From an optimization exercise on the open Yosys and OpenROAD flow, aimed at small area, a short achievable clock period and few clock cycles per item; shortcuts taken in it are not production practice. RTL that was checked went through simulation tests only; none was proved equivalent to the original.

the previous run:
## ordered_unique_list_table
module ordered_unique_list_table #(
  parameter int CAPACITY = 16
) (
  input  logic        clk,
  input  logic        rst_n,
  input  logic        in_tvalid,
  output logic        in_tready,
  input  logic [39:0] in_tdata,    
  output logic        out_tvalid,
  input  logic        out_tready,
  output logic [15:0] out_tdata    
);
export LEC_CHECK = 0
export CAP_MARGIN = 20
export CORE_MARGIN = 2
export CORE_UTILIZATION = 70
export CTS_CLUSTER_DIAMETER = 80
export CTS_CLUSTER_SIZE = 25
export SETUP_SLACK_MARGIN = 2.32
export SLEW_MARGIN = 20
export SYNTH_HIERARCHICAL = 1
create_clock -name core_clock -period 4.5 [get_ports {clk}]
run.sh (not shown) runs the stock make flow with config.mk's settings and CLKGATE_MAP_FILE= SYNTH_SCRIPT=/design/flow/synth_recipe.tcl, a recipe that flattens the netlist after the stock synthesis.
Testbench counts of the previous run, summed over its fixed seeds: cycles 12,016, items 12,000.
diff inputs: the previous run => the current run
--- a/flow/design.v
+++ b/flow/design.v
@@ -47,20 +47,51 @@
     end
     for (int k = 0; k < N; k++) begin
       logic lower;
       lower = 1'b0;
       for (int l = 0; l < L; l++) begin
         if ((k >> l) % 2 == 1) lower = lower | anyset[l][(k >> l) - 1];
       end
       first[k] = x[k] && !lower;
     end
   end
+endmodule
+module oult_poscheck #(
+  parameter int CAPACITY = 16
+) (
+  input  logic [oult_pkg::PosW-1:0]          pos,
+  input  logic [$clog2(CAPACITY + 1)-1:0]    count,
+  input  logic                               is_ins,
+  input  logic                               do_ins,
+  input  logic                               do_rem,
+  output logic                               bad,
+  output logic                               ins_ok
+);
+  localparam int CW = $clog2(CAPACITY + 1);
+  localparam int PW = oult_pkg::PosW + 1;
+  localparam int NC = CAPACITY + 2;    
+  logic [NC-1:0] pos_gt;                
+  logic [NC-1:0] cnt_is;                
+  logic          gt_inc, gt_same, gt_dec;
+  logic          full_nxt;
+  always_comb begin
+    for (int c = 0; c < NC; c++) begin
+      pos_gt[c] = PW'(pos) > PW'(c);
+      cnt_is[c] = PW'(count) == PW'(c);
+    end
+  end
+  assign gt_same  = |(pos_gt & cnt_is);
+  assign gt_inc   = |(pos_gt & {cnt_is[NC-2:0], 1'b0});    
+  assign gt_dec   = |(pos_gt & {1'b0, cnt_is[NC-1:1]});    
+  assign bad      = do_ins ? gt_inc : do_rem ? gt_dec : gt_same;
+  assign full_nxt = do_ins ? cnt_is[CAPACITY-1] : do_rem ? 1'b0 : cnt_is[CAPACITY];
+  assign ins_ok   = is_ins && !bad && !full_nxt;
 endmodule
 `timescale 1ns / 1ps
 module ordered_unique_list_table #(
   parameter int CAPACITY = 16
 ) (
   input  logic        clk,
   input  logic        rst_n,
   input  logic        in_tvalid,
   output logic        in_tready,
   input  logic [39:0] in_tdata,    
@@ -159,36 +190,30 @@
     oult_cell u_cell (
       .clk    (clk),
       .load   (park_nxt[k]),
       .wr_val (in_val),
       .key    (in_val),
       .eq     (eq_k[k])
     );
   end
   logic [CAPACITY-1:0] hit_nxt;
   assign hit_nxt = eq_k & valid_nxt;
-  localparam int NC = CAPACITY + 2;    
-  logic [NC-1:0] pos_gt;                
-  logic [NC-1:0] cnt_is;                
-  logic          gt_inc, gt_same, gt_dec;
-  logic          bad_nxt, full_nxt;
-  always_comb begin
-    for (int c = 0; c < NC; c++) begin
-      pos_gt[c] = PW'(in_pos) > PW'(c);
-      cnt_is[c] = PW'(count_r) == PW'(c);
-    end
-  end
-  assign gt_same = |(pos_gt & cnt_is);
-  assign gt_inc  = |(pos_gt & {cnt_is[NC-2:0], 1'b0});    
-  assign gt_dec  = |(pos_gt & {1'b0, cnt_is[NC-1:1]});    
-  assign bad_nxt  = do_ins ? gt_inc : do_rem ? gt_dec : gt_same;
-  assign full_nxt = do_ins ? (count_r == CW'(CAPACITY - 1)) : do_rem ? 1'b0 : full;
+  logic bad_nxt, okv_nxt;
+  oult_poscheck #(.CAPACITY(CAPACITY)) u_poscheck (
+    .pos     (in_pos),
+    .count   (count_r),
+    .is_ins  (in_acc && in_cmd == oult_pkg::CMD_INSERT),
+    .do_ins  (do_ins),
+    .do_rem  (do_rem),
+    .bad     (bad_nxt),
+    .ins_ok  (okv_nxt)
+  );
   logic          push;
   logic [RW-1:0] res;
   assign push = vld2_r;
   assign res  = {count_nxt[oult_pkg::CountW-1:0], present, status};
   logic [OUTQ-1:0] qv_pop, qv_hold;
   logic [RW-1:0]   qd_pop [OUTQ];
   logic [RW-1:0]   qd_hold [OUTQ];
   always_comb begin
     for (int i = 0; i < OUTQ; i++) begin
       logic above, below, tgt_p, tgt_h;
@@ -224,21 +249,21 @@
       outst_r <= '0;
       rdy_r   <= 1'b1;
     end else begin
       valid_r <= valid_nxt;
       count_r <= count_nxt;
       spare_r <= spare_nxt;
       park2_r <= park_nxt;
       no_spare_r <= no_spare_nxt;
       parked2_r  <= parked_nxt;
       vld2_r  <= in_acc;
-      okv2_r  <= in_acc && in_cmd == oult_pkg::CMD_INSERT && !bad_nxt && !full_nxt;
+      okv2_r  <= okv_nxt;
       remv2_r <= in_acc && in_cmd == oult_pkg::CMD_REMOVE;
       qv_r    <= pop_sel ? qv_pop : qv_hold;
       outst_r <= pop_sel ? outst_pop : outst_hold;
       rdy_r   <= pop_sel ? (outst_pop < OW'(OUTQ)) : (outst_hold < OW'(OUTQ));
     end
   end
   always_ff @(posedge clk) begin
     ins2_r  <= in_cmd == oult_pkg::CMD_INSERT;
     bad2_r  <= bad_nxt;
     hit2_r  <= hit_nxt & {CAPACITY{rst_n && in_acc && in_cmd == oult_pkg::CMD_REMOVE}};
- Looking at final worst-path setup slack across both flows, the current run is the weaker of the two, with the previous run ahead.
- Going from the previous run to the current run, total of cells resized after clock tree synthesis increased by 9 relative to the old numbers, cell count increased by about 5.5% relative to the old numbers, relative slew slack decreased by 1.2 points relative to the old numbers, area enclosed by the die boundary increased by 2.2% relative to the old numbers, first-pass GRT wire length increased by 7.8 mm relative to the old numbers.
- Simple-gate share of the synthesized area ends up lower on the previous run.
- For the current run, the worst setup path startpoint was count_r[0], unlike the previous run, where it was in_tdata[10].
- Of the two values seen for destination of the critical timing path, pres2_r was produced by the previous run and okv2_r by the current run.
- Summary — worst hold slack, the current run relative to the previous run: lower, by 22 ps.
- Number of clock buffer instances in the layout (the current run over the previous run): increase, about 4%
The RTL of the current run was laid out without a check of its function.

-- afterwards: timing with drivers on the ports --
How much do the figures lean on ideal ports? The routed layouts below were timed once more, with nothing changed but the port constraints. Step 1: set_driving_cell puts a clkbuf_16 on clk and a buf_2 on each other input, an assumption about the parent block. Step 2 adds t to the input delays and takes it off the output delays; t is the mean of the earliest and latest rising clock arrival at the registers after step 1. Input paths then give back, and output paths get back, about the clock's delay inside the block. Three values: ideal ports, drivers, drivers and shift; two values: the first two.
run	t (ns)	setup slack, ns	latest minus earliest clock arrival (ns)	worst slew at a driven data input, ns	cell pins on the clock port's net
the previous run	0.667	2.325 / 2.307 / 1.675	0.027 / 0.027	0.06	1
the current run	0.653	2.309 / 2.309 / 1.700	0.025 / 0.025	0.07	1
After both steps setup and hold are still met in every run listed. For the previous run, which loses most, drivers alone change the setup slack by -0.018 ns; drivers and shift together by -0.650 ns.
